Background: an optimization exercise with open tools, aiming at small area and few clock cycles. Do not read the settings as production practice.
Only simulation tests tie the RTL to the original design; equivalence was not proved.
Power is estimated from default activity; no workload was simulated.

`design/flow/config.mk`:
```
export PLATFORM = sky130hd
export DESIGN_NAME = sha256_feeder
export DESIGN_NICKNAME = sha256_feeder
export VERILOG_FILES = /design/flow/design.v
export SDC_FILE = /design/flow/constraint.sdc
export NUM_CORES = 4
export LEC_CHECK = 0
export CAP_MARGIN = 20
export CORE_MARGIN = 2
export CORE_UTILIZATION = 40
export SLEW_MARGIN = 20
```
`design/flow/constraint.sdc`:
```
create_clock -name core_clock -period 5.0 [get_ports {clk}]
set_input_delay 1.0000 -clock core_clock [delete_from_list [all_inputs] [get_ports {clk}]]
set_output_delay 1.0000 -clock core_clock [all_outputs]
set_load 0.01 [all_outputs]
```
`design/flow/design.v`:
```
module sha256_feeder (
    input  logic         clk,
    input  logic         rst,
    input  logic         in_valid,
    output logic         in_ready,
    input  logic [31:0]  in_data,
    input  logic         in_last,
    input  logic [2:0]   in_bytes,
    output logic         core_rst_n,
    output logic         core_calcu_en,
    output logic [31:0]  core_word,
    input  logic         core_calcu_rdy,
    output logic         core_read_en,
    input  logic [31:0]  core_word_out,
    output logic [255:0] digest,
    output logic         digest_valid
);
    typedef enum logic [1:0] {CRST, IDLE, SEND, READ} state_t;
    state_t             state;
    logic [15:0][31:0]  fb;          
    logic [15:0]        fv;          
    logic [15:0]        ld;          
    logic [3:0]         cnt;         
    logic [29:0]        wc;          
    logic [1:0]         lb;          
    logic               last_seen;   
    logic               mk_done;     
    logic               fin_q;       
    logic               lenfit_q;    
    logic [223:0]       dig_sr;
    logic               dv;
    logic full, compact, start_ok, go, sending, pop, push, store;
    logic fin, tail, marker, lenfit_now, rd_last;
    assign full    = &fv;
    assign compact = &(fv[14:0] | ~fv[15:1]);
    assign start_ok = last_seen ? compact : full;
    assign go      = (state == IDLE) && start_ok && core_calcu_rdy;
    assign sending = go || (state == SEND);
    assign pop     = sending && fv[0];
    assign in_ready = !last_seen && !full;
    assign push     = in_valid && in_ready;
    assign store    = push && (in_bytes != 3'd0);
    assign fin    = (state == SEND) ? fin_q : last_seen;
    assign tail   = fin && fv[0] && !fv[1] && (lb != 2'd0);
    assign marker = fin && !fv[0] && !mk_done;
    assign lenfit_now = mk_done || ((lb == 2'd0) ? !fv[13] : !fv[14]);
    assign rd_last = (state == READ) && cnt[3];
    assign core_rst_n    = !((state == CRST) || rd_last);
    assign core_calcu_en = go;
    assign core_read_en  = (state == READ) && !cnt[3] && core_calcu_rdy;
    assign digest_valid  = dv;
    always_comb begin
        if (fv[0]) begin
            core_word = fb[0];
            if (tail) begin
                case (lb)
                    2'd1:    core_word = {fb[0][31:24], 24'h80_0000};
                    2'd2:    core_word = {fb[0][31:16], 16'h8000};
                    default: core_word = {fb[0][31:8], 8'h80};
                endcase
            end
        end else if (marker) begin
            core_word = 32'h8000_0000;
        end else if (fin_q && lenfit_q && (state == SEND) && (cnt[3:1] == 3'b111)) begin
            core_word = cnt[0] ? {wc[26:0], lb, 3'b0} : {29'b0, wc[29:27]};
        end else begin
            core_word = 32'h0;
        end
    end
    always_comb begin
        ld[0] = !fv[0] || pop;
        for (int i = 1; i < 16; i++) ld[i] = !fv[i] || ld[i-1];
    end
    always_ff @(posedge clk) begin
        if (rst) begin
            state     <= CRST;
            fv        <= '0;
            cnt       <= '0;
            wc        <= '0;
            lb        <= '0;
            last_seen <= 1'b0;
            mk_done   <= 1'b0;
            fin_q     <= 1'b0;
            lenfit_q  <= 1'b0;
            dv        <= 1'b0;
            digest    <= '0;
        end else begin
            dv <= 1'b0;
            for (int i = 0; i < 15; i++) if (ld[i]) fv[i] <= fv[i+1];
            if (ld[15]) fv[15] <= store;
            if (push) begin
                if (in_bytes[2]) wc <= wc + 30'd1;
                if (in_last) begin
                    last_seen <= 1'b1;
                    lb        <= in_bytes[1:0];
                end
            end
            if (sending && (tail || marker)) mk_done <= 1'b1;
            case (state)
                CRST: state <= IDLE;
                IDLE: begin
                    cnt <= 4'd0;
                    if (go) begin
                        state    <= SEND;
                        cnt      <= 4'd1;
                        fin_q    <= last_seen;
                        lenfit_q <= lenfit_now;
                    end
                end
                SEND: begin
                    cnt <= cnt + 4'd1;
                    if (cnt == 4'd15) begin
                        if (fin_q && lenfit_q) begin
                            state     <= READ;
                            cnt       <= 4'd0;
                            last_seen <= 1'b0;
                            mk_done   <= 1'b0;
                            wc        <= '0;
                        end else begin
                            state <= IDLE;
                        end
                    end
                end
                READ: begin
                    if (core_read_en) cnt <= cnt + 4'd1;
                    if (cnt[3]) begin
                        digest <= {dig_sr, core_word_out};
                        dv     <= 1'b1;
                        state  <= IDLE;
                    end
                end
                default: state <= CRST;
            endcase
        end
    end
    always_ff @(posedge clk) begin
        for (int i = 0; i < 15; i++) if (ld[i]) fb[i] <= fb[i+1];
        if (ld[15]) fb[15] <= in_data;
        dig_sr <= {dig_sr[191:0], core_word_out};
    end
endmodule
```
`design/flow/run.sh`:
```
#!/bin/bash
# synth_recipe.tcl (not shown) runs the flow's synth.tcl, then flattens the netlist and writes it again
# the make line also repeats each setting of config.mk as NAME=value (left out here)
make -C /OpenROAD-flow-scripts/flow DESIGN_CONFIG=/design/flow/config.mk WORK_HOME=/design/flow/orfs CLKGATE_MAP_FILE= SYNTH_SCRIPT=/design/flow/synth_recipe.tcl finish
```
==> flow_summary.toml, run 1 <==
[run_status]
status = "no timing/DRC/antenna violations"

[setup_path]
cp-start-kind = "flip-flop"
cp_slowest_cell = "dfxtp_1"
cpPeakStageDelay_ns = 0.86
critPathRequiredTime_ns = 4.00
path_cells = "and2_1 > o21bai_1 > and4_1 > and3_1 > a21oi_1 > nor2_1 > clkdlybuf4s50_1"
worst-setup-path-type = "reg -> out"
setup.worst_path.end_class = "primary output"
crit_path_max_fanout = 21
crit_arrival_ns = 3.40

[layout]
syn_to_final_growth_pct = 26.10
multi_input_area_sq_um = 5351
final-seq-area_sq_um = 26170
fin_area_sq_um = 40380
fin_nets = 2751
nFillCells = 6635
drive_above_1_share = 0.07296
antenna_cells = 0

[global_routing]
grt_pass1_vias = 16910
track_usage = 0.1546
antenna_found_initial = 0
grt_pass1_wl_mm = 98.57
grt_max_degree = 195
grt.overflow.total = 0

[hold_path]
hold_path_class = "reg -> reg"

[detailed_routing]
drt-vias-per-instance = 4.627
drt_pass1_iterations = 5
wl_mm = 64.59
drt-initial-drc-count = 1109
vias = 17610
wl_per_cell_um = 16.97
postRouteAntennaNets = 0
drcViolationCount = 0

[synthesis]
netlist_instances = 2288
yosysSeqAreaShare = 0.8172
synth_seq_cells = 1051
syn_area_sq_um = 32020
synthTopCellsByArea = "edfxtp_1 (48%), dfxtp_1 (34%), nand2_1 (6.4%)"
yosysUniqueCellTypes = 51
async_flop_share = 0
synth_top_area_cell = "edfxtp_1"
synthTopCellsByCount = "nand2_1 (548), dfxtp_1 (539), edfxtp_1 (512)"
ys.flop_type = "dfxtp_1"
synth_top_area_frac = 0.4802
syn-num-nets = 2370
synth_edf_count = 512
ys_warn_count = 1
synth.most_common_cell = "nand2_1"
synth.avg_cell_area_sq_um = 13.99

[die]
die_w_um = 286.9
rows = 103
coreArea_sq_um = 79130
die_area_sq_um = 82330
io_pins = 365
start_util = 0.4047
die_y_um = 286.9

[clock_tree]
postCtsResizedCells = 0
htree_levels = 3
numCtsBuffers = 103
numClockSinks = 1051
clk_pin_slew_ns = 0.06
root_buffer = "clkbuf_16"
clkLatencyLatePin_ns = 0.65
ctsLongestPathBuffers = 3
cts_tree = "done"
cts_hold_buf = 0
post_cts_buffers = 0

[sta]
worstMarginPinSlew_ns = 0.9712
hold_violations = 0
max_freq_mhz = 227.1
min_period_ns = 4.403
fin_tns_setup_ns = 0
maxSlewViolCount = 0
finalCritPeriodShare = 0.8805
rsz0062_at_grt = "false"
max_slew_margin = 0.3525
setup_violations = 0
clock_skew_ns = 0.01951

[power_and_ir_drop]
swShare = 0.1952
p_int_w = 0.01429
power.share.clock = 0.451
peakVddDrop_mv = 0.2581
combinationalPowerShare = 0.015
p_leak_nw = 14.24
powerDensity_nw_per_um2 = 439.8
p_sw_w = 0.003466
seqPwrFrac = 0.534

[run]
drv_cap = 0

[placement]
dpl.hpwl_mm = 43.59
port_buffers = 364
place_area_sq_um = 36770
gp_congestion = 0.8520
-- metrics by stage --
step           hold WS, ns  total power (W)  setup slack (ns)  utilization  cells
6_report            0.3406          0.01776            0.5974       0.5103   3805
3_5_place_dp        0.3355         0.009941             1.294       0.4647   3614
5_1_grt             0.3545          0.01841            0.3442       0.5103   3805
2_1_floorplan       0.3306         0.009747             1.929            -   2288
3_3_place_gp        0.3351         0.009923             1.330       0.4646   3613
4_1_cts             0.3474          0.01798            0.5907       0.5103   3805
-- worst paths after layout --
check / from / endpoint / slack [ns] / cells after the start
worst max-delay path: fv[0] / core_calcu_en / 0.60 / 7
worst min-delay path: dig_sr[113] / dig_sr[145] / 0.34 / 0
worst max register to register: fv[0] / fb[493] / 1.60 / 7
worst min register to register: dig_sr[113] / dig_sr[145] / 0.34 / 0
-- power by group through the flow --
stage	logic (W)	clock network [W]	registers (W)
after floorplan	0.000152	0	0.00960
after global placement	0.000266	0	0.00966
after detailed placement	0.000271	0	0.00967
after CTS	0.000272	0.00822	0.00948
after global routing	0.000299	0.00860	0.00951
final	0.000272	0.00800	0.00948
-- logic make-up (layout without fill, tap and decap cells) --
kind of cell,count (synthesis),in the layout,synth area share
simple gates,709,709,0.09183
buf+inv,135,602,0.01657
flops,1051,1051,0.8172
mux,6,6,0.001954
xor+xnor,28,28,0.007659
fa+ha+maj,10,10,0.003908
compound gates,349,349,0.06092
-- routing by layer --
metal | vias to the layer above | track usage | part of all wire
met5 | - | 0 | 0
met4 | 0 | 0.07552 | 0.041
met3 | 127 | 0.03762 | 0.060
met2 | 513 | 0.2402 | 0.46
met1 | 8267 | 0.2034 | 0.44
li1 | 8698 | - | -
-- worst max-delay path: cells and delay by family, from the launching register on --
family                 cells  cell delay, ns
and+or+nand+nor            4            1.06
DFF                        1            0.86
buffers and inverters      1            0.57
AOI/OAI and AO/OA          2            0.27
-- state kept, by name, summed over array words and instances (netlist names) --
register / cells
wc: 30
fb: 512
lenfit_q: 1
cnt: 4
fin_q: 1
digest: 256
last_seen: 1
dig_sr: 224
fv: 16
dv: 1
lb: 2
state: 2
mk_done: 1
-- cell type report --
type / instances / area share
clock buffers: 134 / 0.07099
clock inverters: 57 / 0.01825
inverters: 25 / 0.002324
multi-input cells: 1102 / 0.1325
flip-flops and latches: 1051 / 0.6480
well taps: 1050 / 0.03254
repair buffers: 386 / 0.09535
-- placed cells by master (no fill, tap or decap), types with 11 or more instances in the layout --
| cell type | n |
|---|---|
| nor2_1 | 56 |
| nand4_1 | 23 |
| o21ai_0 | 11 |
| buf_4 | 19 |
| nand2_1 | 547 |
| clkinv_2 | 21 |
| a22o_1 | 31 |
| dfxtp_1 | 539 |
| inv_1 | 25 |
| clkbuf_16 | 105 |
| clkbuf_8 | 14 |
| nand3_1 | 33 |
| a21oi_1 | 282 |
| clkdlybuf4s50_1 | 363 |
| edfxtp_1 | 512 |
| clkbuf_1 | 16 |
| xor2_1 | 23 |
| bufinv_16 | 15 |
Testbench counts, summed over its fixed seeds: cycles 30,671.
==> run 2: changes to the inputs <==
--- a/design/flow/config.mk
+++ b/design/flow/config.mk
@@ -9,3 +9,4 @@
 export CORE_MARGIN = 2
 export CORE_UTILIZATION = 40
+export CTS_BUF_LIST = sky130_fd_sc_hd__clkbuf_4
 export SLEW_MARGIN = 20
==> flow_summary.toml, run 2 <==
[layout]
multi_input_area_sq_um = 5358
final_common_cell = "nand2_1"
largest_register_ffs = 512
layout_common_cells = "nand2_1 (547), dfxtp_1 (538), edfxtp_1 (512)"
fin_nets = 2932
fin_util = 0.5068
top_register = "fb"
drive_above_1_share = 0.1519
syn_to_final_growth_pct = 25.25
fin_area_sq_um = 40100
final-seq-area_sq_um = 26170
nFillCells = 6791
reg_top3 = "fb x512, digest x256, dig_sr x224"

[detailed_routing]
wl_per_cell_um = 16.20
postRouteAntennaNets = 0
vias = 18590
drt_pass1_iterations = 5
drcViolationCount = 0
drt-vias-per-instance = 4.570
wl_mm = 65.90
drt-initial-drc-count = 966

[setup_path]
r2r_cells = 5
crit_path_max_fanout = 10
crit_start = "state[0]"
worstSetupPathDepth = 10
path_cells = "inv_1 > ha_2 > mux2i_2 > nor4b_2 > buf_4 > nand2_1 > and2_1 > o21ai_0 > nand2_1 > clkdlybuf4s50_1"
r2r-end = "fb[103]"
crit_arrival_ns = 3.64
path_delay_family = "buffers and inverters"
setup.worst_path.end_class = "primary output"
r2r_setup_slack_ns = 1.92
cpPeakStageDelay_ns = 0.54
cp_num_buf_inv = 3
critPathRequiredTime_ns = 4.00
worstReg2RegStart = "fv[10]"
cp-start-kind = "flip-flop"
worst-setup-path-type = "reg -> out"
cp-endpoint = "core_word[7]"
cp_slowest_cell = "clkdlybuf4s50_1"
cpMostUsedCell = "nand2_1"

[sta]
clock_skew_ns = 0.08521
fin_tns_setup_ns = 0
worstMarginPinSlew_ns = 1.033
max_slew_margin = 0.3110
finalCritPeriodShare = 0.9286
setup_violations = 0
rsz0062_at_grt = "false"
maxSlewViolCount = 0
hold_violations = 0
min_period_ns = 4.643
max_freq_mhz = 215.4

[placement]
place_area_sq_um = 36770
port_buffers = 364
gp_congestion = 0.8520
dpl.hpwl_mm = 43.59

[clock_tree]
root_buffer = "clkbuf_4"
clkLatencyLatePin_ns = 1.05
clk_pin_slew_ns = 0.07
cts_tree = "done"
cts_hold_buf = 0
ctsLongestPathBuffers = 4
htree_levels = 5
postCtsResizedCells = 0
numClockSinks = 1051
post_cts_buffers = 0
numCtsBuffers = 284

[synthesis]
synth_top_area_frac = 0.4802
async_flop_share = 0
syn_area_sq_um = 32020
synth_seq_cells = 1051
synth_edf_count = 512
yosysSeqAreaShare = 0.8172
synthTopCellsByCount = "nand2_1 (548), dfxtp_1 (539), edfxtp_1 (512)"
synth.most_common_cell = "nand2_1"
netlist_instances = 2288
yosysUniqueCellTypes = 51
ys_warn_count = 1
syn-num-nets = 2370
ys.flop_type = "dfxtp_1"
synth.avg_cell_area_sq_um = 13.99
synth_top_area_cell = "edfxtp_1"
synthTopCellsByArea = "edfxtp_1 (48%), dfxtp_1 (34%), nand2_1 (6.4%)"

[global_routing]
grt_pass1_vias = 18470
grt.overflow.total = 0
antenna_found_initial = 2
grt_pass1_wl_mm = 101.0
grt_max_degree = 195
track_usage = 0.1589

[hold_path]
hold_path_class = "reg -> reg"
whs_path_depth = 0

[die]
rows = 103
coreArea_sq_um = 79130
start_util = 0.4047
die_y_um = 286.9
io_pins = 365
die_area_sq_um = 82330
die_w_um = 286.9

[power_and_ir_drop]
p_leak_nw = 14.47
peakVddDrop_mv = 0.1849
powerDensity_nw_per_um2 = 417.2

[run_status]
status = "no timing/DRC/antenna violations"

[run]
drv_cap = 0
run 2: cell families (layout without fill, tap and decap cells):
family,after synthesis,after routing,share of synthesized area
other cells,0,2,0
flops,1051,1051,0.8172
simple gates,709,709,0.09183
fa+ha+maj,10,10,0.003908
mux,6,6,0.001954
buf+inv,135,862,0.01657
xor+xnor,28,28,0.007659
compound gates,349,349,0.06092
run 2: worst min path at each step:
stage / startpoint / endpoint / slack [ns]
global placement: dig_sr[148] / dig_sr[180] / 0.34
floorplan: dig_sr[68] / dig_sr[100] / 0.33
detailed placement: dig_sr[59] / dig_sr[91] / 0.34
global route: core_word_out[30] / dig_sr[30] / 0.31
CTS: core_word_out[30] / dig_sr[30] / 0.28
finish: dig_sr[130] / dig_sr[162] / 0.33
run 2: power by group:
group          internal [W]  switching (W)
sequential          0.00934       0.000137
clock               0.00386        0.00312
combinational      0.000115       0.000158
total                0.0133        0.00342
run 2: layout make-up:
class | instances | share of cell area
Clock inverter | 50 | 0.007644
Tap cell | 1050 | 0.03276
Timing Repair Buffer | 386 | 0.09600
Multi-Input combinational cell | 1102 | 0.1336
Antenna cell | 2 | 0.0001248
Clock buffer | 401 | 0.07507
Inverter | 25 | 0.002340
Sequential cell | 1051 | 0.6525
run 2: worst register-to-register path, cell delays in order (launching register included):
cell and delay (ns):
dfxtp_1 0.46, and4_1 0.46, and4_1 0.27, nand3_1 0.12, o311a_1 0.51, nand3_2 0.69
run 2: per-layer routing:
layer,global-route usage,vias up,part of all wire
met3,0.05833,120,0.066
met5,0,-,0
met2,0.2437,609,0.47
met4,0.08216,0,0.037
li1,-,9207,-
met1,0.1971,8652,0.43
run 2: stage by stage:
stage,hold slack [ns],total power [W],setup WS (ns),std cells
final,0.3253,0.01673,0.3569,4067
after floorplan,0.3306,0.009747,1.929,2288
after global routing,0.3124,0.01758,0.03341,4067
after detailed placement,0.3355,0.009941,1.294,3614
after global placement,0.3351,0.009923,1.330,3613
after CTS,0.2827,0.01705,0.1081,4065
==> run 3: changes to the inputs <==
--- a/design/flow/config.mk
+++ b/design/flow/config.mk
@@ -9,4 +9,5 @@
 export CORE_MARGIN = 2
 export CORE_UTILIZATION = 40
-export CTS_BUF_LIST = sky130_fd_sc_hd__clkbuf_4
+export CTS_BUF_LIST = sky130_fd_sc_hd__clkbuf_8
+export CTS_CLUSTER_SIZE = 40
 export SLEW_MARGIN = 20
==> flow_summary.toml, run 3 <==
[run_status]
status = "no timing/DRC/antenna violations"

[placement]
gp_congestion = 0.8520
place_inst = 3614
port_buffers = 364
dpl.hpwl_mm = 43.59

[hold_path]
hold_path_class = "reg -> reg"
whs_path_depth = 0

[synthesis]
yosysUniqueCellTypes = 51
synthTopCellsByCount = "nand2_1 (548), dfxtp_1 (539), edfxtp_1 (512)"
synth.most_common_cell = "nand2_1"
syn-num-nets = 2370
synth_seq_cells = 1051
synth_top_area_cell = "edfxtp_1"
synthTopCellsByArea = "edfxtp_1 (48%), dfxtp_1 (34%), nand2_1 (6.4%)"
synth.avg_cell_area_sq_um = 13.99
synth_edf_count = 512
ys_warn_count = 1
netlist_instances = 2288
syn_area_sq_um = 32020
yosysSeqAreaShare = 0.8172
synth_top_area_frac = 0.4802
async_flop_share = 0
ys.flop_type = "dfxtp_1"

[layout]
final-seq-area_sq_um = 26170
reg_top3 = "fb x512, digest x256, dig_sr x224"
layout_common_cells = "nand2_1 (547), dfxtp_1 (539), edfxtp_1 (512)"
multi_input_area_sq_um = 5351
largest_register_ffs = 512
drive_above_1_share = 0.08913
syn_to_final_growth_pct = 24.83
top_register = "fb"
final_common_cell = "nand2_1"
instances_no_fill = 3913
nFillCells = 6750
fin_nets = 2814

[die]
die_area_sq_um = 82330
die_w_um = 286.9
die_y_um = 286.9
coreArea_sq_um = 79130
start_util = 0.4047
io_pins = 365
rows = 103

[setup_path]
critPathRequiredTime_ns = 4.00
cpPeakStageDelay_ns = 0.54
setup.worst_path.end_class = "primary output"
crit_path_max_fanout = 10
path_cells = "inv_1 > ha_1 > mux2i_1 > nor4b_2 > buf_4 > nand2_1 > and2_1 > o21ai_0 > nand2_1 > clkdlybuf4s50_1"
path_delay_family = "buffers and inverters"
cp_num_buf_inv = 3
cp-start-kind = "flip-flop"
cpMostUsedCell = "nand2_1"
r2r_cells = 7
cp_slowest_cell = "clkdlybuf4s50_1"
crit_arrival_ns = 3.57
worst-setup-path-type = "reg -> out"
worstSetupPathDepth = 10

[sta]
hold_ws_ns = 0.3344
hold_violations = 0
finalCritPeriodShare = 0.9148
maxSlewViolCount = 0
clock_skew_ns = 0.04582
worstMarginPinSlew_ns = 1.113
max_slew_margin = 0.2578
setup_violations = 0
fin_tns_setup_ns = 0
rsz0062_at_grt = "false"
min_period_ns = 4.574
max_freq_mhz = 218.6

[global_routing]
grt_pass1_vias = 17560
grt.overflow.total = 0
grt_max_degree = 195
grt_pass1_wl_mm = 99.88
antenna_found_initial = 1
track_usage = 0.1575

[clock_tree]
clk_pin_slew_ns = 0.06
htree_levels = 4
ctsLongestPathBuffers = 3
numClockSinks = 1051
post_cts_buffers = 0
numCtsBuffers = 166
postCtsResizedCells = 0
cts_hold_buf = 0
root_buffer = "clkbuf_8"
cts_tree = "done"
clkLatencyLatePin_ns = 0.80

[detailed_routing]
drt-initial-drc-count = 1104
wl_per_cell_um = 16.73
vias = 17990
drt-vias-per-instance = 4.597
wl_mm = 65.46
postRouteAntennaNets = 0
drcViolationCount = 0
drt_pass1_iterations = 5

[power_and_ir_drop]
p_sw_w = 0.003531
p_int_w = 0.01306
combinationalPowerShare = 0.016
powerDensity_nw_per_um2 = 415.1
peakVddDrop_mv = 0.2440
swShare = 0.2128
seqPwrFrac = 0.572
power.share.clock = 0.412
p_leak_nw = 14.34

[run]
drv_cap = 0
-- run 3: cell counts after synthesis --
No cell type changed its count.
-- run 3: metal layers --
| metal | vias to the layer above | share of wire | wire, um | track usage |
|---|---|---|---|---|
| met2 | 598 | 0.46 | 30210 | 0.2405 |
| met3 | 137 | 0.067 | 4397 | 0.05111 |
| met5 | - | 0 | 0 | 0 |
| li1 | 8859 | - | - | - |
| met1 | 8394 | 0.43 | 28190 | 0.2005 |
| met4 | 0 | 0.041 | 2654 | 0.08190 |
-- run 3: path summary, 6_finish.rpt --
path,startpoint,slack [ns],end
hold / removal,dig_sr[130],0.33,dig_sr[162]
setup reg to reg,fv[0],1.61,fb[480]
setup / recovery,state[0],0.43,core_word[7]
hold reg to reg,dig_sr[130],0.33,dig_sr[162]
-- run 3: cells by family after synthesis --
| family | count (synthesis) | synth area share |
|---|---|---|
| adders and majority gates | 10 | 0.003908 |
| and+or+nand+nor | 709 | 0.09183 |
| buffers and inverters | 135 | 0.01657 |
| AOI/OAI and AO/OA | 349 | 0.06092 |
| muxes | 6 | 0.001954 |
| xor gates and xnor gates | 28 | 0.007659 |
| DFF | 1051 | 0.8172 |
-- run 3: cell type report --
| cell class | instances | area share |
|---|---|---|
| diodes | 2 | 0.0001252 |
| clock inverters | 115 | 0.01712 |
| repair buffers | 386 | 0.09632 |
| flip-flops and latches | 1051 | 0.6546 |
| multi-input cells | 1102 | 0.1339 |
| clock buffers | 182 | 0.06267 |
| inverters | 25 | 0.002348 |
| well taps | 1050 | 0.03287 |
-- run 3: worst register-to-register path: cells and delay by family (launching register included) --
kind | cells | cell delay (ns)
and+or+nand+nor | 4 | 1.14
buffers and inverters | 1 | 0.39
AOI/OAI and AO/OA | 2 | 0.61
DFF | 1 | 0.86
-- run 3: stage by stage --
step / setup slack [ns] / utilization / area, sq um / total power (W)
finish: 0.4260 / 0.5051 / 39970 / 0.01659
global route: 0.1626 / 0.5051 / 39970 / 0.01731
CTS: 0.3819 / 0.5050 / 39960 / 0.01684
detailed placement: 1.294 / 0.4647 / 36770 / 0.009941
global placement: 1.330 / 0.4646 / 36760 / 0.009923
floorplan: 1.929 / - / 32020 / 0.009747
-- run 3: power groups by stage --
stage,clock [W],sequential (W),combinational [W]
final,0.00683,0.00949,0.000272
after CTS,0.00708,0.00949,0.000271
after global placement,0,0.00966,0.000266
after global routing,0.00750,0.00952,0.000298
after detailed placement,0,0.00967,0.000271
after floorplan,0,0.00960,0.000152
==> run 4: changes to the inputs <==
==> design/flow/flow/run.sh (new file) <==
#!/bin/bash
# Standard layout, with plain buf_1 port buffers and no CTS dummy loads.
set -euo pipefail
export BUFFER_PORTS_ARGS="-buffer_cell sky130_fd_sc_hd__buf_1"
export CTS_ARGS="-sink_clustering_enable -repair_clock_nets -dont_use_dummy_load ${CTS_EXTRA:-}"
bash standard.sh > standard.log 2>&1
==> design/flow/standard.sh (new file) <==
#!/bin/bash
# synth_recipe.tcl (not shown) runs the flow's synth.tcl, then flattens the netlist and writes it again
# the make line also repeats each setting of config.mk as NAME=value (left out here)
make -C /OpenROAD-flow-scripts/flow DESIGN_CONFIG=/design/flow/config.mk WORK_HOME=/design/flow/orfs CLKGATE_MAP_FILE= SYNTH_SCRIPT=/design/flow/synth_recipe.tcl "${@:-finish}"
--- a/design/flow/config.mk
+++ b/design/flow/config.mk
@@ -9,5 +9,3 @@
 export CORE_MARGIN = 2
 export CORE_UTILIZATION = 40
-export CTS_BUF_LIST = sky130_fd_sc_hd__clkbuf_8
-export CTS_CLUSTER_SIZE = 40
 export SLEW_MARGIN = 20
removed: design/flow/run.sh
==> flow_summary.toml, run 4 <==
[run_status]
status = "no timing/DRC/antenna violations"

[die]
coreArea_sq_um = 79130
die_w_um = 286.9
die_area_sq_um = 82330
start_util = 0.4047
io_pins = 365
die_y_um = 286.9
rows = 103

[placement]
gp_congestion = 0.9013
dpl.hpwl_mm = 42.33
place_inst = 3615
port_buffers = 364

[power_and_ir_drop]
p_leak_nw = 12.89
swShare = 0.1883
combinationalPowerShare = 0.014
peakVddDrop_mv = 0.2544
p_sw_w = 0.003009
power.share.clock = 0.392
seqPwrFrac = 0.593
p_int_w = 0.01297
powerDensity_nw_per_um2 = 431.2

[setup_path]
cpPeakStageDelay_ns = 0.63
setup.worst_path.end_class = "primary output"
path_cells = "inv_1 > ha_1 > mux2i_1 > nor4b_2 > nand2_1 > and2_1 > a22o_1 > buf_1"
cp_slowest_cell = "nor4b_2"
worst-setup-path-type = "reg -> out"
cp_num_buf_inv = 2
worstSetupPathDepth = 8
crit_path_max_fanout = 10
r2r_cells = 7
cp-start-kind = "flip-flop"
path_delay_family = "simple AND/OR/NAND/NOR gates"
critPathRequiredTime_ns = 4.00
crit_arrival_ns = 3.20

[synthesis]
synth_seq_cells = 1051
syn_area_sq_um = 32020
async_flop_share = 0
synth.most_common_cell = "nand2_1"
ys_warn_count = 1
syn-num-nets = 2370
netlist_instances = 2288
synthTopCellsByArea = "edfxtp_1 (48%), dfxtp_1 (34%), nand2_1 (6.4%)"
synth.avg_cell_area_sq_um = 13.99
synth_edf_count = 512
synthTopCellsByCount = "nand2_1 (548), dfxtp_1 (539), edfxtp_1 (512)"
ys.flop_type = "dfxtp_1"
synth_top_area_cell = "edfxtp_1"
yosysSeqAreaShare = 0.8172
synth_top_area_frac = 0.4802
yosysUniqueCellTypes = 51

[sta]
worstMarginPinSlew_ns = 1.082
finalCritPeriodShare = 0.8400
fin_tns_setup_ns = 0
hold_violations = 0
maxSlewViolCount = 0
max_slew_margin = 0.2787
setup_violations = 0
rsz0062_at_grt = "false"
clock_skew_ns = 0.05360
min_period_ns = 4.200
max_freq_mhz = 238.1

[layout]
syn_to_final_growth_pct = 15.75
fin_nets = 2751
reg_top3 = "fb x512, digest x256, dig_sr x224"
top_register = "fb"
drive_above_1_share = 0.05212
largest_register_ffs = 512
final_common_cell = "nand2_1"
layout_common_cells = "nand2_1 (547), dfxtp_1 (539), edfxtp_1 (512)"
instances_no_fill = 3719

[global_routing]
track_usage = 0.1465
grt.overflow.total = 0
grt_pass1_vias = 16730
grt_pass1_wl_mm = 94.01
grt_max_degree = 195
antenna_found_initial = 0

[hold_path]
whs_path_depth = 0
hold_path_class = "reg -> reg"

[detailed_routing]
drt-vias-per-instance = 4.705
drcViolationCount = 0
drt-initial-drc-count = 1257
postRouteAntennaNets = 0
vias = 17500
wl_mm = 61.07
drt_pass1_iterations = 5
wl_per_cell_um = 16.42

[clock_tree]
ctsLongestPathBuffers = 3
numCtsBuffers = 102
htree_levels = 3
numClockSinks = 1051
cts_tree = "done"
clkLatencyLatePin_ns = 0.62
postCtsResizedCells = 0
root_buffer = "clkbuf_16"
clk_pin_slew_ns = 0.06
cts_hold_buf = 0
post_cts_buffers = 0

[run]
drv_cap = 0
==> run 4: worst register-to-register path, stage by stage (launching register included) <==
cell	delay, ns
dfxtp_1	0.84
and2_1	0.43
o21bai_1	0.19
and4_1	0.23
nand4_1	0.29
a21o_1	0.45
nand4b_1	0.20
buf_4	0.37
==> run 4: logic make-up (layout without fill, tap and decap cells) <==
logic type / count (synthesis) / after routing / synth area share
DFF: 1051 / 1051 / 0.8172
and+or+nand+nor: 709 / 709 / 0.09183
AOI/OAI and AO/OA: 349 / 349 / 0.06092
buffers and inverters: 135 / 514 / 0.01657
xor gates and xnor gates: 28 / 28 / 0.007659
adders and majority gates: 10 / 10 / 0.003908
muxes: 6 / 6 / 0.001954
other: 0 / 2 / 0
==> run 4: final timing paths <==
| check | from | endpoint | slack, ns |
|---|---|---|---|
| min reg2reg | dig_sr[37] | dig_sr[69] | 0.31 |
| min | dig_sr[37] | dig_sr[69] | 0.31 |
| max | state[0] | core_word[10] | 0.80 |
| max reg2reg | fv[0] | fb[490] | 1.66 |
==> run 4: final cells by class <==
type | count | area, sq um
diodes | 2 | 5.005
clock buffers | 102 | 2552
fillers | 7044 | 42070
inverters | 25 | 93.84
multi-input cells | 1102 | 5351
flip-flops and latches | 1051 | 26170
well taps | 1050 | 1314
repair buffers | 387 | 1580
==> run 4: stage by stage <==
step / hold slack, ns / total power [W] / setup WS [ns] / util / instance area, sq um
2_1_floorplan: 0.3306 / 0.009747 / 1.929 / - / 32020
3_3_place_gp: 0.3335 / 0.009881 / 1.420 / 0.4359 / 34490
3_5_place_dp: 0.3346 / 0.009895 / 1.404 / 0.4361 / 34500
4_1_cts: 0.3129 / 0.01619 / 0.7015 / 0.4683 / 37060
5_1_grt: 0.3161 / 0.01656 / 0.5152 / 0.4683 / 37060
6_report: 0.3135 / 0.01598 / 0.8001 / 0.4684 / 37060
==> run 4: power by group through the flow <==
stage / clock network (W) / logic, W / registers (W)
6_report: 0.00627 / 0.000230 / 0.00948
5_1_grt: 0.00679 / 0.000256 / 0.00951
4_1_cts: 0.00648 / 0.000229 / 0.00949
3_5_place_dp: 0 / 0.000228 / 0.00967
3_3_place_gp: 0 / 0.000224 / 0.00966
2_1_floorplan: 0 / 0.000152 / 0.00960
==> run 4: layer usage <==
| layer | track usage | part of all wire | routed length (um) |
|---|---|---|---|
| met1 | 0.1934 | 0.44 | 26570 |
| met2 | 0.2244 | 0.45 | 27740 |
| met3 | 0.03579 | 0.066 | 4059 |
| met4 | 0.07669 | 0.044 | 2693 |
| met5 | 0 | 0 | 0 |
==> run 5: changes to the inputs <==
==> design/flow/flow/run.sh (replaced) <==
#!/bin/bash
# Standard layout, with plain buf_1 port buffers and no CTS dummy loads.
set -euo pipefail
export BUFFER_PORTS_ARGS="-buffer_cell sky130_fd_sc_hd__buf_1"
export CTS_ARGS="-sink_clustering_enable -repair_clock_nets -dont_use_dummy_load -buf_list sky130_fd_sc_hd__clkbuf_8 -sink_clustering_size 16 -sink_clustering_max_diameter 60"
bash standard.sh > standard.log 2>&1
--- a/design/flow/config.mk
+++ b/design/flow/config.mk
@@ -8,4 +8,4 @@
 export CAP_MARGIN = 20
 export CORE_MARGIN = 2
-export CORE_UTILIZATION = 40
+export CORE_UTILIZATION = 70
 export SLEW_MARGIN = 20
==> flow_summary.toml, run 5 <==
[run_status]
status = "no timing/DRC/antenna violations"

[layout]
largest_register_ffs = 512
top_register = "fb"
antenna_cells = 0
final-seq-area_sq_um = 26170
nFillCells = 2796
syn_to_final_growth_pct = 9.160
multi_input_area_sq_um = 5354
fin_nets = 2720
layout_common_cells = "nand2_1 (544), dfxtp_1 (539), edfxtp_1 (512)"
final_common_cell = "nand2_1"
reg_top3 = "fb x512, digest x256, dig_sr x224"
drive_above_1_share = 0.04173

[synthesis]
synth-xor-area-share = 0.007659
synthMuxAreaShare = 0.001954
synthTopCellsByCount = "nand2_1 (548), dfxtp_1 (539), edfxtp_1 (512)"
synthTopCellsByArea = "edfxtp_1 (48%), dfxtp_1 (34%), nand2_1 (6.4%)"
syn_area_sq_um = 32020
yosysSeqAreaShare = 0.8172
synth_edf_count = 512
syn-num-nets = 2370
yosys.area_share.simple = 0.09183
synth_top_family_by_area = "simple AND/OR/NAND/NOR gates"
synth.most_common_cell = "nand2_1"
yosysUniqueCellTypes = 51
synth_compound_area_frac = 0.06092
synth_top_area_frac = 0.4802
synth_top_area_cell = "edfxtp_1"
ys_warn_count = 1
synth_seq_cells = 1051
netlist_instances = 2288
synth.avg_cell_area_sq_um = 13.99
ys.flop_type = "dfxtp_1"
synth_fa_ha_area_frac = 0.003908
async_flop_share = 0

[setup_path]
r2r-end = "fb[431]"
worst-setup-path-type = "reg -> out"
crit_start = "state[0]"
worstReg2RegStart = "fv[0]"
cp-endpoint = "core_word[19]"
setup.worst_path.end_class = "primary output"
critPathRequiredTime_ns = 4.00
r2r_setup_slack_ns = 1.66
crit_arrival_ns = 3.15
r2r_cells = 7
crit_path_max_fanout = 10
cp-start-kind = "flip-flop"

[sta]
rsz0062_at_grt = "false"
maxSlewViolCount = 0
finalCritPeriodShare = 0.8296
setup_slack_ns = 0.8520
clock_skew_ns = 0.04791
hold_violations = 0
fin_tns_setup_ns = 0
min_period_ns = 4.148
max_slew_margin = 0.3198
worstMarginPinSlew_ns = 1.020
max_freq_mhz = 241.1
setup_violations = 0

[clock_tree]
clkLatencyLatePin_ns = 0.66
root_buffer = "clkbuf_8"
htree_levels = 3
post_cts_buffers = 0
ctsLongestPathBuffers = 3
postCtsResizedCells = 0
clk_pin_slew_ns = 0.09
cts_hold_buf = 0
numCtsBuffers = 76
cts_tree = "done"
numClockSinks = 1051

[die]
start_util = 0.7071
die_y_um = 217.9
io_pins = 365
coreArea_sq_um = 45280
rows = 78
die_area_sq_um = 47470
die_w_um = 217.9

[detailed_routing]
drcViolationCount = 0
drt-vias-per-instance = 5.413
drt-initial-drc-count = 1681
drt_pass1_iterations = 6
wl_per_cell_um = 17.37
wl_met1_mm = 24.79
dr_wl_met3_mm = 4.078
top_layer_used = "met4"
wl_mm = 56.22
postRouteAntennaNets = 0
vias = 17520
met2_length_mm = 25.30

[power_and_ir_drop]
total_power_w = 0.01334
p_leak_nw = 12.15
powerDensity_nw_per_um2 = 381.6
peakVddDrop_mv = 0.3169

[global_routing]
grt_pass1_vias = 16230
track_usage = 0.2379
grt.overflow.total = 0
grt_pass1_wl_mm = 87.03
antenna_found_initial = 0
grt_max_degree = 207

[placement]
dp_slack_ns = 1.414
dpl.hpwl_mm = 38.36
gp_congestion = 0.9044
port_buffers = 364

[hold_path]
min-delay-start = "dig_sr[6]"
hold_path_class = "reg -> reg"

[run]
drv_cap = 0
[run 5: cell count changes in the layout (fill, tap and decap cells not counted), sizes merged]
cell    before  now
clkbuf     103   77
buf        386  381
diode        2    0
[run 5: per-layer routing]
layer | global-route usage | vias up
li1 | - | 8548
met1 | 0.3387 | 8193
met2 | 0.3592 | 651
met3 | 0.05356 | 123
met4 | 0.1018 | 0
met5 | 0 | -
[run 5: how the worst min path moves through the flow]
stage | cells past startpoint | end | slack (ns)
2_1_floorplan | 0 | dig_sr[100] | 0.33
3_3_place_gp | 0 | dig_sr[208] | 0.33
3_5_place_dp | 0 | dig_sr[194] | 0.34
4_1_cts | 0 | dig_sr[38] | 0.33
5_1_grt | 0 | dig_sr[38] | 0.32
6_report | 0 | dig_sr[38] | 0.33
[run 5: critical path, stage by stage, from the launching register on]
cell     delay, ns
dfxtp_1       0.35
inv_1         0.11
ha_1          0.40
mux2i_1       0.22
nor4b_2       0.58
nand2_1       0.20
o21a_1        0.32
a22o_1        0.23
buf_1         0.13
[run 5: metrics by stage]
step | hold slack [ns] | std cells | cell area (sq um) | util
2_1_floorplan | 0.3306 | 2288 | 32020 | -
3_3_place_gp | 0.3350 | 3160 | 33900 | 0.7486
3_5_place_dp | 0.3353 | 3160 | 33900 | 0.7486
4_1_cts | 0.3288 | 3236 | 34940 | 0.7717
5_1_grt | 0.3215 | 3236 | 34950 | 0.7719
6_report | 0.3317 | 3236 | 34950 | 0.7719
[run 5: power breakdown]
part / total, W / leakage (nW) / switching, W / internal [W]
sequential: 0.00946 / 9.85 / 0.000132 / 0.00933
clock: 0.00365 / 0.546 / 0.00228 / 0.00137
combinational: 0.000229 / 1.76 / 0.000159 / 0.0000706
[run 5: kinds of logic (layout without fill, tap and decap cells)]
| family | after synthesis | in the layout |
|---|---|---|
| AOI/OAI and AO/OA | 349 | 349 |
| xor gates and xnor gates | 28 | 28 |
| buffers and inverters | 135 | 483 |
| DFF | 1051 | 1051 |
| adders and majority gates | 10 | 10 |
| and+or+nand+nor | 709 | 709 |
| muxes | 6 | 6 |
[run 5: area by class of cell]
| class | count | area share |
|---|---|---|
| repair buffers | 382 | 0.04414 |
| inverters | 25 | 0.002685 |
| well taps | 600 | 0.02148 |
| flip-flops and latches | 1051 | 0.7486 |
| clock buffers | 76 | 0.02993 |
| multi-input cells | 1102 | 0.1532 |
==> run 6: changes to the inputs <==
==> design/flow/flow/run.sh (replaced) <==
#!/bin/bash
# Standard layout, with plain buf_1 port buffers and no CTS dummy loads.
set -euo pipefail
export BUFFER_PORTS_ARGS="-buffer_cell sky130_fd_sc_hd__buf_1"
export CTS_ARGS="-sink_clustering_enable -repair_clock_nets -dont_use_dummy_load -buf_list sky130_fd_sc_hd__clkbuf_16 -sink_clustering_size 30 -sink_clustering_max_diameter 60"
bash standard.sh > standard.log 2>&1
==> flow_summary.toml, run 6 <==
[sta]
setup_violations = 0
maxSlewViolCount = 0
worstMarginPinSlew_ns = 1.031
rsz0062_at_grt = "false"
fin_tns_setup_ns = 0
min_period_ns = 4.088
finalCritPeriodShare = 0.8176
hold_violations = 0
clock_skew_ns = 0.04686
max_freq_mhz = 244.6
max_slew_margin = 0.3127

[power_and_ir_drop]
power.share.clock = 0.295
p_int_w = 0.01112
combinationalPowerShare = 0.017
peakVddDrop_mv = 0.4336
p_sw_w = 0.002639
total_power_w = 0.01376
swShare = 0.1918
powerDensity_nw_per_um2 = 391.8
p_leak_nw = 12.20
seqPwrFrac = 0.688

[synthesis]
synth.most_common_cell = "nand2_1"
synth_top_area_cell = "edfxtp_1"
synth_seq_cells = 1051
async_flop_share = 0
synth_top_area_frac = 0.4802
synth.avg_cell_area_sq_um = 13.99
yosysSeqAreaShare = 0.8172
synth_edf_count = 512
synthTopCellsByArea = "edfxtp_1 (48%), dfxtp_1 (34%), nand2_1 (6.4%)"
synthTopCellsByCount = "nand2_1 (548), dfxtp_1 (539), edfxtp_1 (512)"
ys_warn_count = 1
netlist_instances = 2288
yosysUniqueCellTypes = 51
ys.flop_type = "dfxtp_1"
syn-num-nets = 2370
syn_area_sq_um = 32020

[global_routing]
antenna_found_initial = 0
grt_max_degree = 207
grt_pass1_vias = 16490
grt_use_met3 = 0.04840
grt_pass1_wl_mm = 90.94
grt.overflow.total = 0
track_usage = 0.2491
gr-usage-met1 = 0.3480
grt_busiest_layer = "met2"
grt_use_met2 = 0.3972

[layout]
largest_register_ffs = 512
drive_above_1_share = 0.03144
antenna_cells = 0
layout_common_cells = "nand2_1 (544), dfxtp_1 (539), edfxtp_1 (512)"
top_register = "fb"
fin_util = 0.7753
syn_to_final_growth_pct = 9.644
final_common_cell = "nand2_1"
reg_top3 = "fb x512, digest x256, dig_sr x224"
fin_nets = 2692

[setup_path]
cp_slowest_cell = "nor4b_2"
cp-start-kind = "flip-flop"
r2r-end = "fb[432]"
crit_path_max_fanout = 10
critPathRequiredTime_ns = 4.00
worstSetupPathDepth = 8
cpPeakStageDelay_ns = 0.56
r2r_cells = 7
setup.worst_path.end_class = "primary output"
r2r_setup_slack_ns = 1.60
worstReg2RegStart = "fv[0]"
crit_arrival_ns = 3.09
path_delay_family = "simple AND/OR/NAND/NOR gates"
path_cells = "inv_1 > ha_1 > mux2i_1 > nor4b_2 > nand2_1 > o21a_1 > a22o_1 > buf_1"
worst-setup-path-type = "reg -> out"
cp_num_buf_inv = 2

[hold_path]
hold_path_class = "reg -> reg"
whs_path_depth = 0
hold_end = "dig_sr[213]"
min-delay-start = "dig_sr[181]"

[placement]
dpl.hpwl_mm = 38.36
gp_congestion = 0.9044
port_buffers = 364

[clock_tree]
numCtsBuffers = 48
post_cts_buffers = 0
cts_hold_buf = 0
root_buffer = "clkbuf_16"
ctsLongestPathBuffers = 3
cts_tree = "done"
postCtsResizedCells = 0
clkLatencyLatePin_ns = 0.62
clk_pin_slew_ns = 0.10
htree_levels = 2
numClockSinks = 1051

[detailed_routing]
drt_pass1_iterations = 10
vias = 17630
drt-vias-per-instance = 5.497
drt-initial-drc-count = 1772
wl_per_cell_um = 18.36
wl_mm = 58.90
postRouteAntennaNets = 0
drcViolationCount = 0

[die]
coreArea_sq_um = 45280
die_w_um = 217.9
die_y_um = 217.9
die_area_sq_um = 47470
rows = 78
io_pins = 365
start_util = 0.7071

[run_status]
status = "no timing/DRC/antenna violations"

[run]
drv_cap = 0
[run 6: changes by cell type in the layout (fill, tap and decap cells not counted), sizes merged]
cell and change:
clkbuf -28
[run 6: final cells by class]
class,instances,area [sq um]
Sequential cell,1051,26170
Fill cell,2778,10180
Multi-Input combinational cell,1102,5354
Timing Repair Buffer,382,1543
Clock buffer,48,1201
Tap cell,600,750.7
Inverter,25,93.84
[run 6: routing by layer]
| layer | vias up | wire length, um |
|---|---|---|
| met5 | - | 0 |
| met4 | 0 | 2191 |
| met3 | 134 | 4130 |
| met2 | 666 | 27810 |
| met1 | 8335 | 24770 |
| li1 | 8499 | - |
[run 6: worst max path at each step]
stage | startpoint | endpoint
CTS | state[0] | core_word[19]
global placement | core_calcu_rdy | fb[253]
finish | state[0] | core_word[20]
floorplan | core_calcu_rdy | fb[128]
detailed placement | core_calcu_rdy | fb[48]
global route | state[0] | core_word[15]
[run 6: cell families after synthesis]
group / count (synthesis) / share of synthesized area
AO/OA/AOI/OAI: 349 / 0.06092
AND/OR/NAND/NOR: 709 / 0.09183
XOR/XNOR: 28 / 0.007659
flip-flops: 1051 / 0.8172
buffers and inverters: 135 / 0.01657
multiplexers: 6 / 0.001954
adder cells (fa/ha/maj): 10 / 0.003908
[run 6: stage by stage]
step,cells,area (sq um),setup slack [ns],hold WS [ns]
5_1_grt,3208,35110,0.6836,0.3020
6_report,3208,35110,0.9121,0.3080
3_5_place_dp,3160,33900,1.414,0.3353
3_3_place_gp,3160,33900,1.555,0.3350
2_1_floorplan,2288,32020,1.929,0.3306
4_1_cts,3208,35100,0.8645,0.3080
[run 6: power groups by stage]
stage | clock, W | sequential [W] | combinational (W)
floorplan | 0 | 0.00960 | 0.000152
global placement | 0 | 0.00964 | 0.000218
detailed placement | 0 | 0.00966 | 0.000225
CTS | 0.00416 | 0.00947 | 0.000228
global route | 0.00445 | 0.00951 | 0.000254
finish | 0.00406 | 0.00947 | 0.000231
[run 6: worst reg2reg max path, stage by stage (launching register included)]
cell and delay (ns):
dfxtp_1 0.90, and2_1 0.48, o21bai_1 0.19, and4_1 0.23, nand4_1 0.28, a21o_1 0.42, nand3_1 0.16, buf_4 0.38
==> run 7: changes to the inputs <==
--- a/design/flow/design.v
+++ b/design/flow/design.v
@@ -28,8 +28,7 @@
     logic               fin_q;       
     logic               lenfit_q;    
-    logic [223:0]       dig_sr;
     logic               dv;
     logic full, compact, start_ok, go, sending, pop, push, store;
-    logic fin, tail, marker, lenfit_now, rd_last;
+    logic fin, tail, marker, lenfit_now, rd_last, brk;
     assign full    = &fv;
     assign compact = &(fv[14:0] | ~fv[15:1]);
@@ -38,5 +37,6 @@
     assign sending = go || (state == SEND);
     assign pop     = sending && fv[0];
-    assign in_ready = !last_seen && !full;
+    assign brk      = (state == READ);
+    assign in_ready = !last_seen && (brk ? !(&fv[15:7]) : !full);
     assign push     = in_valid && in_ready;
     assign store    = push && (in_bytes != 3'd0);
@@ -69,6 +69,8 @@
     end
     always_comb begin
-        ld[0] = !fv[0] || pop;
-        for (int i = 1; i < 16; i++) ld[i] = !fv[i] || ld[i-1];
+        ld[0] = !fv[0] || pop || brk;
+        for (int i = 1; i < 7; i++) ld[i] = !fv[i] || ld[i-1];
+        ld[7] = !fv[7] || (ld[6] && !brk);
+        for (int i = 8; i < 16; i++) ld[i] = !fv[i] || ld[i-1];
     end
     always_ff @(posedge clk) begin
@@ -87,5 +89,7 @@
         end else begin
             dv <= 1'b0;
-            for (int i = 0; i < 15; i++) if (ld[i]) fv[i] <= fv[i+1];
+            for (int i = 0; i < 6; i++) if (ld[i]) fv[i] <= fv[i+1];
+            if (ld[6]) fv[6] <= fv[7] && !brk;
+            for (int i = 7; i < 15; i++) if (ld[i]) fv[i] <= fv[i+1];
             if (ld[15]) fv[15] <= store;
             if (push) begin
@@ -125,5 +129,6 @@
                     if (core_read_en) cnt <= cnt + 4'd1;
                     if (cnt[3]) begin
-                        digest <= {dig_sr, core_word_out};
+                        digest <= {fb[0], fb[1], fb[2], fb[3], fb[4], fb[5], fb[6],
+                                   core_word_out};
                         dv     <= 1'b1;
                         state  <= IDLE;
@@ -135,7 +140,6 @@
     end
     always_ff @(posedge clk) begin
-        for (int i = 0; i < 15; i++) if (ld[i]) fb[i] <= fb[i+1];
+        for (int i = 0; i < 15; i++) if (ld[i]) fb[i] <= (i == 6 && brk) ? core_word_out : fb[i+1];
         if (ld[15]) fb[15] <= in_data;
-        dig_sr <= {dig_sr[191:0], core_word_out};
     end
 endmodule
==> design/flow/flow/run.sh (replaced) <==
#!/bin/bash
# Standard layout, with plain buf_1 port buffers and no CTS dummy loads.
set -euo pipefail
export BUFFER_PORTS_ARGS="-buffer_cell sky130_fd_sc_hd__buf_1"
export CTS_ARGS="-sink_clustering_enable -repair_clock_nets -dont_use_dummy_load -buf_list sky130_fd_sc_hd__clkbuf_8 -sink_clustering_size 16 -sink_clustering_max_diameter 60"
bash standard.sh > standard.log 2>&1
==> flow_summary.toml, run 7 <==
[sta]
max_freq_mhz = 228.7
maxSlewViolCount = 0
worstMarginPinSlew_ns = 1.120
finalCritPeriodShare = 0.8745
setup_violations = 0
fin_tns_setup_ns = 0
clock_skew_ns = 0.06350
max_slew_margin = 0.2531
min_period_ns = 4.373
hold_violations = 0
rsz0062_at_grt = "false"

[synthesis]
synth.avg_cell_area_sq_um = 13.24
syn-num-nets = 2207
synth_top_area_frac = 0.5469
yosysUniqueCellTypes = 59
synth_top_area_cell = "edfxtp_1"
ys_warn_count = 1
syn_area_sq_um = 28110
yosysSeqAreaShare = 0.7712
synthTopCellsByArea = "edfxtp_1 (55%), dfxtp_1 (22%), nand2_1 (7.1%)"
async_flop_share = 0
synth_edf_count = 512
ys.flop_type = "edfxtp_1"
synthTopCellsByCount = "nand2_1 (534), edfxtp_1 (512), dfxtp_1 (315)"
synth.most_common_cell = "nand2_1"
synth_seq_cells = 827
netlist_instances = 2124

[clock_tree]
root_buffer = "clkbuf_8"
clk_pin_slew_ns = 0.10
htree_levels = 2
ctsLongestPathBuffers = 3
post_cts_buffers = 0
postCtsResizedCells = 0
numCtsBuffers = 58
cts_hold_buf = 0
clkLatencyLatePin_ns = 0.70
numClockSinks = 827
cts_tree = "done"

[setup_path]
cp_slowest_cell = "dfxtp_1"
path_cells = "nand4_1 > or3_1 > buf_4 > or3_1 > a21o_1 > inv_2 > buf_1"
cpPeakStageDelay_ns = 0.57
crit_arrival_ns = 3.37
cp-start-kind = "flip-flop"
critPathRequiredTime_ns = 4.00
path_delay_family = "simple AND/OR/NAND/NOR gates"
setup.worst_path.end_class = "primary output"
cp_num_buf_inv = 3
worst-setup-path-type = "reg -> out"
cpMostUsedCell = "or3_1"
crit_path_max_fanout = 26

[global_routing]
grt_pass1_wl_mm = 96.05
track_usage = 0.3064
antenna_found_initial = 0
grt.overflow.total = 0
grt_pass1_vias = 16710
grt_max_degree = 219

[layout]
drive_above_1_share = 0.05274
largest_register_ffs = 512
top_register = "fb"
antenna_cells = 0
final_common_cell = "nand2_1"
syn_to_final_growth_pct = 9.404
nFillCells = 2441
fin_util = 0.7741
fin_area_sq_um = 30760
fin_nets = 2531
reg_top3 = "fb x512, digest x256, wc x30"
layout_common_cells = "nand2_1 (533), edfxtp_1 (512), buf_1 (363)"

[die]
die_area_sq_um = 41780
die_y_um = 204.4
io_pins = 365
die_w_um = 204.4
start_util = 0.7076
coreArea_sq_um = 39730
rows = 73

[detailed_routing]
postRouteAntennaNets = 0
wl_per_cell_um = 21.90
drt_pass1_iterations = 6
vias = 17550
wl_mm = 65.06
drcViolationCount = 0
drt-vias-per-instance = 5.906
drt-initial-drc-count = 1940

[run]
drv_cap = 0

[power_and_ir_drop]
peakVddDrop_mv = 0.3318
p_leak_nw = 10.31
powerDensity_nw_per_um2 = 356.1
total_power_w = 0.01095

[placement]
place_area_sq_um = 29900
dpl.hpwl_mm = 45.19
port_buffers = 364
gp_congestion = 0.9457

[hold_path]
hold_path_class = "reg -> reg"

[run_status]
status = "no timing/DRC/antenna violations"
[run 7: logic make-up (layout without fill, tap and decap cells)]
| group | after synthesis | count (layout) | synth area share |
|---|---|---|---|
| AOI/OAI and AO/OA | 395 | 395 | 0.08105 |
| and+or+nand+nor | 678 | 678 | 0.1001 |
| DFF | 827 | 827 | 0.7712 |
| buffers and inverters | 155 | 477 | 0.02154 |
| muxes | 38 | 38 | 0.01495 |
| xor gates and xnor gates | 20 | 20 | 0.006231 |
| adders and majority gates | 11 | 11 | 0.004896 |
[run 7: worst paths after layout]
check / start / end / slack (ns) / cells past startpoint
max: fv[12] / core_calcu_en / 0.63 / 7
min: fb[476] / fb[444] / 0.39 / 0
max reg2reg: state[0] / fb[418] / 1.54 / 6
min reg2reg: fb[476] / fb[444] / 0.39 / 0
[run 7: per-stage QoR]
| step | hold WS [ns] | worst slack [ns] | std cells |
|---|---|---|---|
| 5_1_grt | 0.4008 | 0.3286 | 2971 |
| 4_1_cts | 0.3965 | 0.5639 | 2969 |
| 6_report | 0.3950 | 0.6273 | 2971 |
| 3_5_place_dp | 0.4045 | 1.334 | 2911 |
| 3_3_place_gp | 0.4002 | 1.427 | 2911 |
| 2_1_floorplan | 0.4003 | 0.7365 | 2124 |
[run 7: power by group]
group / internal (W) / switching [W]
Clock: 0.00104 / 0.00189
Sequential: 0.00754 / 0.000181
Combinational: 0.000103 / 0.000199
[run 7: final cells by class]
class | instances | area (sq um) | share of cell area
well taps | 525 | 656.9 | 0.02136
clock buffers | 58 | 798.3 | 0.02595
multi-input cells | 1142 | 5884 | 0.1913
repair buffers | 386 | 1613 | 0.05244
flip-flops and latches | 827 | 21680 | 0.7049
inverters | 33 | 123.9 | 0.004027
[run 7: metal layers]
| metal | vias to the layer above | global-route usage | routed length, um |
|---|---|---|---|
| li1 | 8083 | - | - |
| met1 | 8508 | 0.4064 | 25150 |
| met2 | 829 | 0.5103 | 32290 |
| met3 | 128 | 0.04974 | 5067 |
| met4 | 0 | 0.1271 | 2548 |
| met5 | - | 0 | 0 |
Testbench counts of run 7, summed over its fixed seeds: cycles 32,924.

-- re-timing with driven ports --
How much do the figures lean on ideal ports? The routed layouts below were timed once more, with nothing changed but the port constraints.
Step 1, drivers: a clkbuf_16 drives clk and a buf_2 each remaining input, both assumed.
Step 2, shift: input delay + t, output delay - t, t = (earliest + latest rising clock arrival at the registers) / 2. This alone moves slack from input paths to output paths.
a / b / c = ideal ports / drivers / drivers and shift; a / b = the first two.
run	shift t [ns]	setup WS [ns]	worst setup path at the end	worst data-port slew with drivers (ns)	pins driven straight from the clock port
run 1	0.698	0.597 / 0.537 / 1.235	register to output	0.05	1
run 2	1.060	0.357 / 0.298 / 1.329	input to register	0.05	1
run 3	0.834	0.426 / 0.368 / 1.202	register to output	0.06	1
run 4	0.669	0.800 / 0.739 / 1.408	register to output	0.05	1
run 5	0.685	0.852 / 0.801 / 1.486	register to output	0.05	1
run 6	0.645	0.912 / 0.859 / 1.504	register to output	0.05	1
run 7	0.717	0.627 / 0.574 / 1.291	register to output	0.06	1
After both steps every run listed still meets setup and hold.
